From an optimization exercise on the open Yosys and OpenROAD flow, aimed at small area and a short achievable clock period; shortcuts taken in it are not production practice.
The RTL was checked by simulation tests, not by an equivalence proof against the original design.

==> exp/pepper <==
==> flow/design.v (excerpt) <==
module rgb_to_hsl_converter_core #(
  parameter int HUE_BITS = 12
) (
  input  logic                clk,
  input  logic                rst,
  input  logic                start,
  output logic                busy,
  input  logic [23:0]         pixel,
  output logic                done,
  output logic [HUE_BITS-1:0] hue,
  output logic [7:0]          saturation,
  output logic [7:0]          lightness,
  output logic                achromatic
);
Settings: LEC_CHECK=0, ABC_AREA=1, CAP_MARGIN=20, CORE_MARGIN=2, CORE_UTILIZATION=40, CTS_CLUSTER_DIAMETER=150, CTS_CLUSTER_SIZE=30, SETUP_SLACK_MARGIN=2.85, SLEW_MARGIN=20; clock period 5.2 ns.
run.sh (not shown) runs the stock make flow with config.mk's settings and CLKGATE_MAP_FILE= SYNTH_SCRIPT=/design/flow/synth_recipe.tcl, a recipe that flattens the netlist after the stock synthesis.
==> exp/zinc: changes against exp/pepper <==
==> flow/design.v (replaced) <==
`timescale 1ns / 1ps
`timescale 1ns / 1ps
module rgb_to_hsl_converter_core #(
  parameter int HUE_BITS = 12
) (
  input  logic                clk,
  input  logic                rst,
  input  logic                start,
  output logic                busy,
  input  logic [23:0]         pixel,
  output logic                done,
  output logic [HUE_BITS-1:0] hue,
  output logic [7:0]          saturation,
  output logic [7:0]          lightness,
  output logic                achromatic
);
  assign busy = rst;
  logic rst_q;
  always_ff @(posedge clk) rst_q <= rst;
  logic       valid_in;
  logic [7:0] r_in, g_in, b_in;
  always_ff @(posedge clk) begin
    if (rst) valid_in <= 1'b0;
    else     valid_in <= start;
  end
  always_ff @(posedge clk) begin
    r_in <= pixel[23:16];
    g_in <= pixel[15:8];
    b_in <= pixel[7:0];
  end
  logic f1_rg, f1_rb, f1_gb, f1_bg, f1_red, f1_blu, f1_grn;
  logic [5:0] f1_x;
  logic [2:0] f1_hs, f1_ls, f1_ps, f1_qs;
  logic [1:0] f1_j;
  assign f1_rg = r_in >= g_in;
  assign f1_rb = r_in >= b_in;
  assign f1_gb = g_in >= b_in;
  assign f1_bg = b_in >= g_in;
  assign f1_red = f1_rg & f1_rb;
  assign f1_blu = ~f1_red & f1_bg;
  assign f1_grn = ~f1_red & ~f1_bg;
  assign f1_x[0] = f1_red & f1_gb;
  assign f1_x[5] = f1_red & ~f1_gb;
  assign f1_x[1] = f1_grn & f1_rb;
  assign f1_x[2] = f1_grn & ~f1_rb;
  assign f1_x[3] = f1_blu & ~f1_rg;
  assign f1_x[4] = f1_blu & f1_rg;
  assign f1_hs = {f1_blu, f1_grn, f1_red};
  assign f1_ls = {f1_x[0] | f1_x[1], f1_x[4] | f1_x[5], f1_x[2] | f1_x[3]};
  assign f1_ps = {f1_x[2] | f1_x[3], f1_x[0] | f1_x[1], f1_x[4] | f1_x[5]};
  assign f1_qs = {f1_x[0] | f1_x[5], f1_x[3] | f1_x[4], f1_x[1] | f1_x[2]};
  assign f1_j  = {f1_x[2] | f1_x[5], f1_x[1] | f1_x[4]};
  logic [7:0] f1_hi, f1_lo, f1_p, f1_q;
  assign f1_hi = ({8{f1_hs[0]}} & r_in) | ({8{f1_hs[1]}} & g_in) | ({8{f1_hs[2]}} & b_in);
  assign f1_lo = ({8{f1_ls[0]}} & r_in) | ({8{f1_ls[1]}} & g_in) | ({8{f1_ls[2]}} & b_in);
  assign f1_p  = ({8{f1_ps[0]}} & r_in) | ({8{f1_ps[1]}} & g_in) | ({8{f1_ps[2]}} & b_in);
  assign f1_q  = ({8{f1_qs[0]}} & r_in) | ({8{f1_qs[1]}} & g_in) | ({8{f1_qs[2]}} & b_in);
  logic [7:0] hi_c0;
  logic [7:0] lo_c0;
  logic [7:0] p_c0;
  logic [7:0] q_c0;
  logic [1:0] j_c0;
  logic hq_c0;
  logic valid_c0;
  always_ff @(posedge clk) begin
    valid_c0 <= valid_in & ~rst_q;
  end
  always_ff @(posedge clk) begin
    hi_c0 <= f1_hi;
    lo_c0 <= f1_lo;
    p_c0 <= f1_p;
    q_c0 <= f1_q;
    j_c0 <= f1_j;
    hq_c0 <= f1_x[3] | f1_x[4] | f1_x[5];
  end
  logic [7:0] f2_hi, f2_lo, f2_p, f2_q, f2_d, f2_y;
  logic [8:0] f2_sum;
  assign f2_hi = hi_c0;
  assign f2_lo = lo_c0;
  assign f2_p = p_c0;
  assign f2_q = q_c0;
  assign f2_d   = f2_hi - f2_lo;
  assign f2_sum = {1'b0, f2_hi} + {1'b0, f2_lo};
  assign f2_y   = f2_p - f2_q;
  logic [1:0] j_c1;
  logic hq_c1;
  logic [7:0] d_c1;
  logic [8:0] sum_c1;
  logic [7:0] y_c1;
  logic valid_c1;
  always_ff @(posedge clk) begin
    valid_c1 <= valid_c0 & ~rst_q;
  end
  always_ff @(posedge clk) begin
    j_c1 <= j_c0;
    hq_c1 <= hq_c0;
    d_c1 <= f2_d;
    sum_c1 <= f2_sum;
    y_c1 <= f2_y;
  end
  logic [9:0] f3_v, f3_jd, f3_r1;
  logic [7:0] f3_den;
  assign f3_v   = {2'b0, d_c1} + {1'b0, d_c1, 1'b0};
  assign f3_jd  = j_c1[0] ? {2'b0, d_c1} : (j_c1[1] ? {1'b0, d_c1, 1'b0} : 10'd0);
  assign f3_r1  = {2'b0, y_c1} + f3_jd;
  logic [7:0] f3_dx;
  assign f3_dx  = (sum_c1[7:0] ^ {8{sum_c1[8]}}) - {7'd0, sum_c1[8]};
  assign f3_den = {f3_dx[7:1], sum_c1[0]};    
  logic hq_c2;
  logic [7:0] d_c2;
  logic [9:0] v_c2;
  logic [7:0] den_c2;
  logic [9:0] hr_c2;
  logic s8_c2;
  logic valid_c2;
  always_ff @(posedge clk) begin
    valid_c2 <= valid_c1 & ~rst_q;
  end
  always_ff @(posedge clk) begin
    hq_c2 <= hq_c1;
    d_c2 <= d_c1;
    v_c2 <= ~f3_v;
    den_c2 <= ~f3_den;
    hr_c2 <= f3_r1;
    s8_c2 <= sum_c1[8];
  end
  logic [8:0] sp_slb;
  logic [7:0] sp_dm1;
  assign sp_slb = {2'b0, ~den_c2[7:1]} - {1'b0, d_c2};
  assign sp_dm1 = d_c2 - 8'd1;
  logic [10:0] h1_t;
  logic [11:0] h1_df;
  logic [9:0]  h1_r;
  logic [1:0]  h1_q;
  assign h1_t  = {hr_c2, 1'b0};
  assign h1_df = {1'b0, h1_t} + {2'b11, v_c2} + 12'd1;
  assign h1_r  = h1_df[11] ? h1_t[9:0] : h1_df[9:0];
  assign h1_q  = {hq_c2, ~h1_df[11]};
  logic [1:0] hq_c3;
  logic [9:0] v_c3;
  logic [7:0] den_c3;
  logic [9:0] hr_c3;
  logic s8_c3;
  logic [7:0] sr_c3;
  logic [7:0] sl_c3;
  logic valid_c3;
  always_ff @(posedge clk) begin
    valid_c3 <= valid_c2 & ~rst_q;
  end
  always_ff @(posedge clk) begin
    hq_c3 <= h1_q;
    v_c3 <= v_c2;
    den_c3 <= den_c2;
    hr_c3 <= h1_r;
    s8_c3 <= s8_c2;
    sr_c3 <= (sp_slb[8] ? sp_dm1 : d_c2);
    sl_c3 <= sp_slb[7:0];
  end
  logic [8:0] s0_t;
  logic [9:0] s0_df;
  logic [7:0] s0_r;
  assign s0_t  = {sr_c3, sl_c3[7]};
  assign s0_df = {1'b0, s0_t} + {2'b11, den_c3} + 10'd1;
  assign s0_r  = s0_df[9] ? s0_t[7:0] : s0_df[7:0];
  logic [10:0] h2_t;
  logic [11:0] h2_df;
  logic [9:0]  h2_r;
  logic [2:0]  h2_q;
  assign h2_t  = {hr_c3, 1'b0};
  assign h2_df = {1'b0, h2_t} + {2'b11, v_c3} + 12'd1;
  assign h2_r  = h2_df[11] ? h2_t[9:0] : h2_df[9:0];
  assign h2_q  = {hq_c3, ~h2_df[11]};
  logic [2:0] hq_c4;
  logic [9:0] v_c4;
  logic [7:0] den_c4;
  logic [9:0] hr_c4;
  logic s8_c4;
  logic [7:0] sr_c4;
  logic [7:0] sl_c4;
  logic sq_c4;
  logic valid_c4;
  always_ff @(posedge clk) begin
    valid_c4 <= valid_c3 & ~rst_q;
  end
  always_ff @(posedge clk) begin
    hq_c4 <= h2_q;
    v_c4 <= v_c3;
    den_c4 <= den_c3;
    hr_c4 <= h2_r;
    s8_c4 <= s8_c3;
    sr_c4 <= s0_r;
    sl_c4 <= sl_c3;
    sq_c4 <= ~s0_df[9];
  end
  logic [8:0] s1_t;
  logic [9:0] s1_df;
  logic [7:0] s1_r;
  assign s1_t  = {sr_c4, sl_c4[6]};
  assign s1_df = {1'b0, s1_t} + {2'b11, den_c4} + 10'd1;
  assign s1_r  = s1_df[9] ? s1_t[7:0] : s1_df[7:0];
  logic [1:0] s1_q;
  assign s1_q  = {sq_c4, ~s1_df[9]};
  logic [10:0] h3_t;
  logic [11:0] h3_df;
  logic [9:0]  h3_r;
  logic [3:0]  h3_q;
  assign h3_t  = {hr_c4, ~v_c4[9]};
  assign h3_df = {1'b0, h3_t} + {2'b11, v_c4} + 12'd1;
  assign h3_r  = h3_df[11] ? h3_t[9:0] : h3_df[9:0];
  assign h3_q  = {hq_c4, ~h3_df[11]};
  logic [3:0] hq_c5;
  logic [9:0] v_c5;
  logic [7:0] den_c5;
  logic [9:0] hr_c5;
  logic s8_c5;
  logic [7:0] sr_c5;
  logic [7:0] sl_c5;
  logic [1:0] sq_c5;
  logic valid_c5;
  always_ff @(posedge clk) begin
    valid_c5 <= valid_c4 & ~rst_q;
  end
  always_ff @(posedge clk) begin
    hq_c5 <= h3_q;
    v_c5 <= v_c4;
    den_c5 <= den_c4;
    hr_c5 <= h3_r;
    s8_c5 <= s8_c4;
    sr_c5 <= s1_r;
    sl_c5 <= sl_c4;
    sq_c5 <= s1_q;
  end
  logic [8:0] s2_t;
  logic [9:0] s2_df;
  logic [7:0] s2_r;
  assign s2_t  = {sr_c5, sl_c5[5]};
  assign s2_df = {1'b0, s2_t} + {2'b11, den_c5} + 10'd1;
  assign s2_r  = s2_df[9] ? s2_t[7:0] : s2_df[7:0];
  logic [2:0] s2_q;
  assign s2_q  = {sq_c5, ~s2_df[9]};
  logic [10:0] h4_t;
  logic [11:0] h4_df;
  logic [9:0]  h4_r;
  logic [4:0]  h4_q;
  assign h4_t  = {hr_c5, ~v_c5[8]};
  assign h4_df = {1'b0, h4_t} + {2'b11, v_c5} + 12'd1;
  assign h4_r  = h4_df[11] ? h4_t[9:0] : h4_df[9:0];
  assign h4_q  = {hq_c5, ~h4_df[11]};
  logic [4:0] hq_c6;
  logic [9:0] v_c6;
  logic [7:0] den_c6;
  logic [9:0] hr_c6;
  logic s8_c6;
  logic [7:0] sr_c6;
  logic [7:0] sl_c6;
  logic [2:0] sq_c6;
  logic valid_c6;
  always_ff @(posedge clk) begin
    valid_c6 <= valid_c5 & ~rst_q;
  end
  always_ff @(posedge clk) begin
    hq_c6 <= h4_q;
    v_c6 <= v_c5;
    den_c6 <= den_c5;
    hr_c6 <= h4_r;
    s8_c6 <= s8_c5;
    sr_c6 <= s2_r;
    sl_c6 <= sl_c5;
    sq_c6 <= s2_q;
  end
  logic [8:0] s3_t;
  logic [9:0] s3_df;
  logic [7:0] s3_r;
  assign s3_t  = {sr_c6, sl_c6[4]};
  assign s3_df = {1'b0, s3_t} + {2'b11, den_c6} + 10'd1;
  assign s3_r  = s3_df[9] ? s3_t[7:0] : s3_df[7:0];
  logic [3:0] s3_q;
  assign s3_q  = {sq_c6, ~s3_df[9]};
  logic [10:0] h5_t;
  logic [11:0] h5_df;
  logic [9:0]  h5_r;
  logic [5:0]  h5_q;
  assign h5_t  = {hr_c6, ~v_c6[7]};
  assign h5_df = {1'b0, h5_t} + {2'b11, v_c6} + 12'd1;
  assign h5_r  = h5_df[11] ? h5_t[9:0] : h5_df[9:0];
  assign h5_q  = {hq_c6, ~h5_df[11]};
  logic [5:0] hq_c7;
  logic [9:0] v_c7;
  logic [7:0] den_c7;
  logic [9:0] hr_c7;
  logic s8_c7;
  logic [7:0] sr_c7;
  logic [7:0] sl_c7;
  logic [3:0] sq_c7;
  logic valid_c7;
  always_ff @(posedge clk) begin
    valid_c7 <= valid_c6 & ~rst_q;
  end
  always_ff @(posedge clk) begin
    hq_c7 <= h5_q;
    v_c7 <= v_c6;
    den_c7 <= den_c6;
    hr_c7 <= h5_r;
    s8_c7 <= s8_c6;
    sr_c7 <= s3_r;
    sl_c7 <= sl_c6;
    sq_c7 <= s3_q;
  end
  logic [8:0] s4_t;
  logic [9:0] s4_df;
  logic [7:0] s4_r;
  assign s4_t  = {sr_c7, sl_c7[3]};
  assign s4_df = {1'b0, s4_t} + {2'b11, den_c7} + 10'd1;
  assign s4_r  = s4_df[9] ? s4_t[7:0] : s4_df[7:0];
  logic [4:0] s4_q;
  assign s4_q  = {sq_c7, ~s4_df[9]};
  logic [10:0] h6_t;
  logic [11:0] h6_df;
  logic [9:0]  h6_r;
  logic [6:0]  h6_q;
  assign h6_t  = {hr_c7, ~v_c7[6]};
  assign h6_df = {1'b0, h6_t} + {2'b11, v_c7} + 12'd1;
  assign h6_r  = h6_df[11] ? h6_t[9:0] : h6_df[9:0];
  assign h6_q  = {hq_c7, ~h6_df[11]};
  logic [6:0] hq_c8;
  logic [9:0] v_c8;
  logic [7:0] den_c8;
  logic [9:0] hr_c8;
  logic s8_c8;
  logic [7:0] sr_c8;
  logic [7:0] sl_c8;
  logic [4:0] sq_c8;
  logic valid_c8;
  always_ff @(posedge clk) begin
    valid_c8 <= valid_c7 & ~rst_q;
  end
  always_ff @(posedge clk) begin
    hq_c8 <= h6_q;
    v_c8 <= v_c7;
    den_c8 <= den_c7;
    hr_c8 <= h6_r;
    s8_c8 <= s8_c7;
    sr_c8 <= s4_r;
    sl_c8 <= sl_c7;
    sq_c8 <= s4_q;
  end
  logic [8:0] s5_t;
  logic [9:0] s5_df;
  logic [7:0] s5_r;
  assign s5_t  = {sr_c8, sl_c8[2]};
  assign s5_df = {1'b0, s5_t} + {2'b11, den_c8} + 10'd1;
  assign s5_r  = s5_df[9] ? s5_t[7:0] : s5_df[7:0];
  logic [5:0] s5_q;
  assign s5_q  = {sq_c8, ~s5_df[9]};
  logic [10:0] h7_t;
  logic [11:0] h7_df;
  logic [9:0]  h7_r;
  logic [7:0]  h7_q;
  assign h7_t  = {hr_c8, ~v_c8[5]};
  assign h7_df = {1'b0, h7_t} + {2'b11, v_c8} + 12'd1;
  assign h7_r  = h7_df[11] ? h7_t[9:0] : h7_df[9:0];
  assign h7_q  = {hq_c8, ~h7_df[11]};
  logic [7:0] hq_c9;
  logic [9:0] v_c9;
  logic [7:0] den_c9;
  logic [9:0] hr_c9;
  logic s8_c9;
  logic [7:0] sr_c9;
  logic [7:0] sl_c9;
  logic [5:0] sq_c9;
  logic valid_c9;
  always_ff @(posedge clk) begin
    valid_c9 <= valid_c8 & ~rst_q;
  end
  always_ff @(posedge clk) begin
    hq_c9 <= h7_q;
    v_c9 <= v_c8;
    den_c9 <= den_c8;
    hr_c9 <= h7_r;
    s8_c9 <= s8_c8;
    sr_c9 <= s5_r;
    sl_c9 <= sl_c8;
    sq_c9 <= s5_q;
  end
  logic [8:0] s6_t;
  logic [9:0] s6_df;
  logic [7:0] s6_r;
  assign s6_t  = {sr_c9, sl_c9[1]};
  assign s6_df = {1'b0, s6_t} + {2'b11, den_c9} + 10'd1;
  assign s6_r  = s6_df[9] ? s6_t[7:0] : s6_df[7:0];
  logic [6:0] s6_q;
  assign s6_q  = {sq_c9, ~s6_df[9]};
  logic [10:0] h8_t;
  logic [11:0] h8_df;
  logic [9:0]  h8_r;
  logic [8:0]  h8_q;
  assign h8_t  = {hr_c9, ~v_c9[4]};
  assign h8_df = {1'b0, h8_t} + {2'b11, v_c9} + 12'd1;
  assign h8_r  = h8_df[11] ? h8_t[9:0] : h8_df[9:0];
  assign h8_q  = {hq_c9, ~h8_df[11]};
  logic [8:0] hq_c10;
  logic [9:0] v_c10;
  logic [7:0] den_c10;
  logic [9:0] hr_c10;
  logic s8_c10;
  logic [7:0] sr_c10;
  logic [7:0] sl_c10;
  logic [6:0] sq_c10;
  logic valid_c10;
  always_ff @(posedge clk) begin
    valid_c10 <= valid_c9 & ~rst_q;
  end
  always_ff @(posedge clk) begin
    hq_c10 <= h8_q;
    v_c10 <= v_c9;
    den_c10 <= den_c9;
    hr_c10 <= h8_r;
    s8_c10 <= s8_c9;
    sr_c10 <= s6_r;
    sl_c10 <= sl_c9;
    sq_c10 <= s6_q;
  end
  logic [8:0] s7_t;
  logic [9:0] s7_df;
  logic [7:0] s7_r;
  assign s7_t  = {sr_c10, sl_c10[0]};
  assign s7_df = {1'b0, s7_t} + {2'b11, den_c10} + 10'd1;
  assign s7_r  = s7_df[9] ? s7_t[7:0] : s7_df[7:0];
  logic [7:0] s7_q;
  assign s7_q  = {sq_c10, ~s7_df[9]};
  logic [10:0] h9_t;
  logic [11:0] h9_df;
  logic [9:0]  h9_r;
  logic [9:0]  h9_q;
  assign h9_t  = {hr_c10, ~v_c10[3]};
  assign h9_df = {1'b0, h9_t} + {2'b11, v_c10} + 12'd1;
  assign h9_r  = h9_df[11] ? h9_t[9:0] : h9_df[9:0];
  assign h9_q  = {hq_c10, ~h9_df[11]};
  logic [9:0] hq_c11;
  logic [9:0] v_c11;
  logic [7:0] den_c11;
  logic [9:0] hr_c11;
  logic s8_c11;
  logic [7:0] sq_c11;
  logic valid_c11;
  always_ff @(posedge clk) begin
    valid_c11 <= valid_c10 & ~rst_q;
  end
  always_ff @(posedge clk) begin
    hq_c11 <= h9_q;
    v_c11 <= v_c10;
    den_c11 <= den_c10;
    hr_c11 <= h9_r;
    s8_c11 <= s8_c10;
    sq_c11 <= s7_q;
  end
  logic [10:0] h10_t;
  logic [11:0] h10_df;
  logic [9:0]  h10_r;
  logic [10:0]  h10_q;
  assign h10_t  = {hr_c11, ~v_c11[2]};
  assign h10_df = {1'b0, h10_t} + {2'b11, v_c11} + 12'd1;
  assign h10_r  = h10_df[11] ? h10_t[9:0] : h10_df[9:0];
  assign h10_q  = {hq_c11, ~h10_df[11]};
  logic [10:0] hq_c12;
  logic [9:0] v_c12;
  logic [7:0] den_c12;
  logic [9:0] hr_c12;
  logic s8_c12;
  logic [7:0] sq_c12;
  logic valid_c12;
  always_ff @(posedge clk) begin
    valid_c12 <= valid_c11 & ~rst_q;
  end
  always_ff @(posedge clk) begin
    hq_c12 <= h10_q;
    v_c12 <= v_c11;
    den_c12 <= den_c11;
    hr_c12 <= h10_r;
    s8_c12 <= s8_c11;
    sq_c12 <= sq_c11;
  end
  logic [10:0] h11_t;
  logic [11:0] h11_df;
  logic [9:0]  h11_r;
  logic [11:0]  h11_q;
  assign h11_t  = {hr_c12, ~v_c12[1]};
  assign h11_df = {1'b0, h11_t} + {2'b11, v_c12} + 12'd1;
  assign h11_r  = h11_df[11] ? h11_t[9:0] : h11_df[9:0];
  assign h11_q  = {hq_c12, ~h11_df[11]};
  logic h11_gray;
  assign h11_gray = (v_c12 == 10'h3ff);
  logic [7:0] o_den;
  logic [7:0] o_light;
  assign o_den = ~den_c12;
  assign o_light = ({1'b0, o_den[7:1]} + {7'd0, o_den[0] & ~s8_c12}) ^ {8{s8_c12}};
  always_ff @(posedge clk) begin
    if (rst) done <= 1'b0;
    else     done <= valid_c12 & ~rst_q;
  end
  always_ff @(posedge clk) begin
    hue        <= h11_gray ? 12'd0 : h11_q;
    saturation <= h11_gray ? 8'd0 : sq_c12;
    lightness  <= o_light;
    achromatic <= h11_gray;
  end
endmodule
--- a/flow/config.mk
+++ b/flow/config.mk
@@ -3,11 +3,10 @@
 export DESIGN_NICKNAME = rgb_to_hsl_converter_core
 export VERILOG_FILES = /design/flow/design.v
 export SDC_FILE = /design/flow/constraint.sdc
 export NUM_CORES = 4
 export LEC_CHECK = 0
-export ABC_AREA = 1
 export CAP_MARGIN = 20
 export CORE_MARGIN = 2
 export CORE_UTILIZATION = 40
 export CTS_CLUSTER_DIAMETER = 150
 export CTS_CLUSTER_SIZE = 30
==> exp/ember: changes against exp/pepper <==
--- a/flow/config.mk
+++ b/flow/config.mk
@@ -3,11 +3,10 @@
 export DESIGN_NICKNAME = rgb_to_hsl_converter_core
 export VERILOG_FILES = /design/flow/design.v
 export SDC_FILE = /design/flow/constraint.sdc
 export NUM_CORES = 4
 export LEC_CHECK = 0
-export ABC_AREA = 1
 export CAP_MARGIN = 20
 export CORE_MARGIN = 2
 export CORE_UTILIZATION = 40
 export CTS_CLUSTER_DIAMETER = 150
 export CTS_CLUSTER_SIZE = 30
==> notes.md <==
quantity                                                                 exp/ember              exp/pepper                exp/zinc
Sequential share of cell area                                                43.9%                   45.6%                   46.8%
Register area                                                         12,500 sq um            12,400 sq um            13,200 sq um
Mapped cell area                                                      24,900 sq um            25,100 sq um            25,000 sq um
Post-synth cell types                                                           72                      46                      66
Num CTS Buffers                                                                 24                      24                      25
Insertion delay to the later sink of the worst-skew pair                   0.58 ns                 0.59 ns                 0.59 ns
Number of cells produced by synthesis                                        2,243                   2,706                   2,208
Slack of the critical path                                                 2.82 ns                 2.87 ns                 2.87 ns
Setup crit end                                                           hr_c11[8]                    busy                    busy
Final clock-cell share                                                       2.25%                   2.32%                   2.27%
Sort of element at the end of the critical path                           register          primary output          primary output
Worst Path Required                                                        5.67 ns                 4.16 ns                 4.16 ns
Fin Clk Skew                                                             0.0136 ns               0.0280 ns               0.0168 ns
Result of the run                                         timing/DRC/antenna clean  timing/DRC/antenna clean  timing/DRC/antenna clean
Worst-path cell with the longest stage delay              sky130_fd_sc_hd__dfxtp_4  sky130_fd_sc_hd__buf_2  sky130_fd_sc_hd__buf_2
Die Wd                                                                 253 microns             255 microns             254 microns
Average wire length per cell after detail routing                     13.5 microns            12.9 microns            13.2 microns
Startpoint type of the worst setup path                                   register              input port              input port
Cell kind with the greatest summed area                          multi-input gates  flip-flops and latches  flip-flops and latches
Global-route total usage across every layer                                  13.3%                   14.3%                   12.8%

==> what the ideal ports hide <==
In the flow no input, the clock included, has a driving cell. The finished layouts below were timed again as built, in two steps.
Step 1: set_driving_cell puts a clkbuf_16 on clk and a buf_2 on each other input, an assumption about the parent block.
Step 2 adds t to the input delays and takes it off the output delays; t is the mean of the earliest and latest rising clock arrival at the registers after step 1. Input paths then give back, and output paths get back, about the clock's delay inside the block.
Slacks: ideal ports / drivers / drivers and shift; pairs: ideal ports / drivers.
| run | shift t [ns] | setup slack, ns | hold WS [ns] |
|---|---|---|---|
| exp/pepper | 0.639 | 2.873 / 2.852 / 2.852 | 0.313 / 0.313 / 0.313 |
| exp/zinc | 0.639 | 2.873 / 2.845 / 2.845 | 0.325 / 0.325 / 0.325 |
| exp/ember | 0.629 | 2.823 / 2.823 / 2.823 | 0.331 / 0.331 / 0.331 |
After both steps setup and hold are still met in every run listed. For exp/zinc, which loses most, drivers alone change the setup slack by -0.028 ns; drivers and shift together by -0.028 ns.
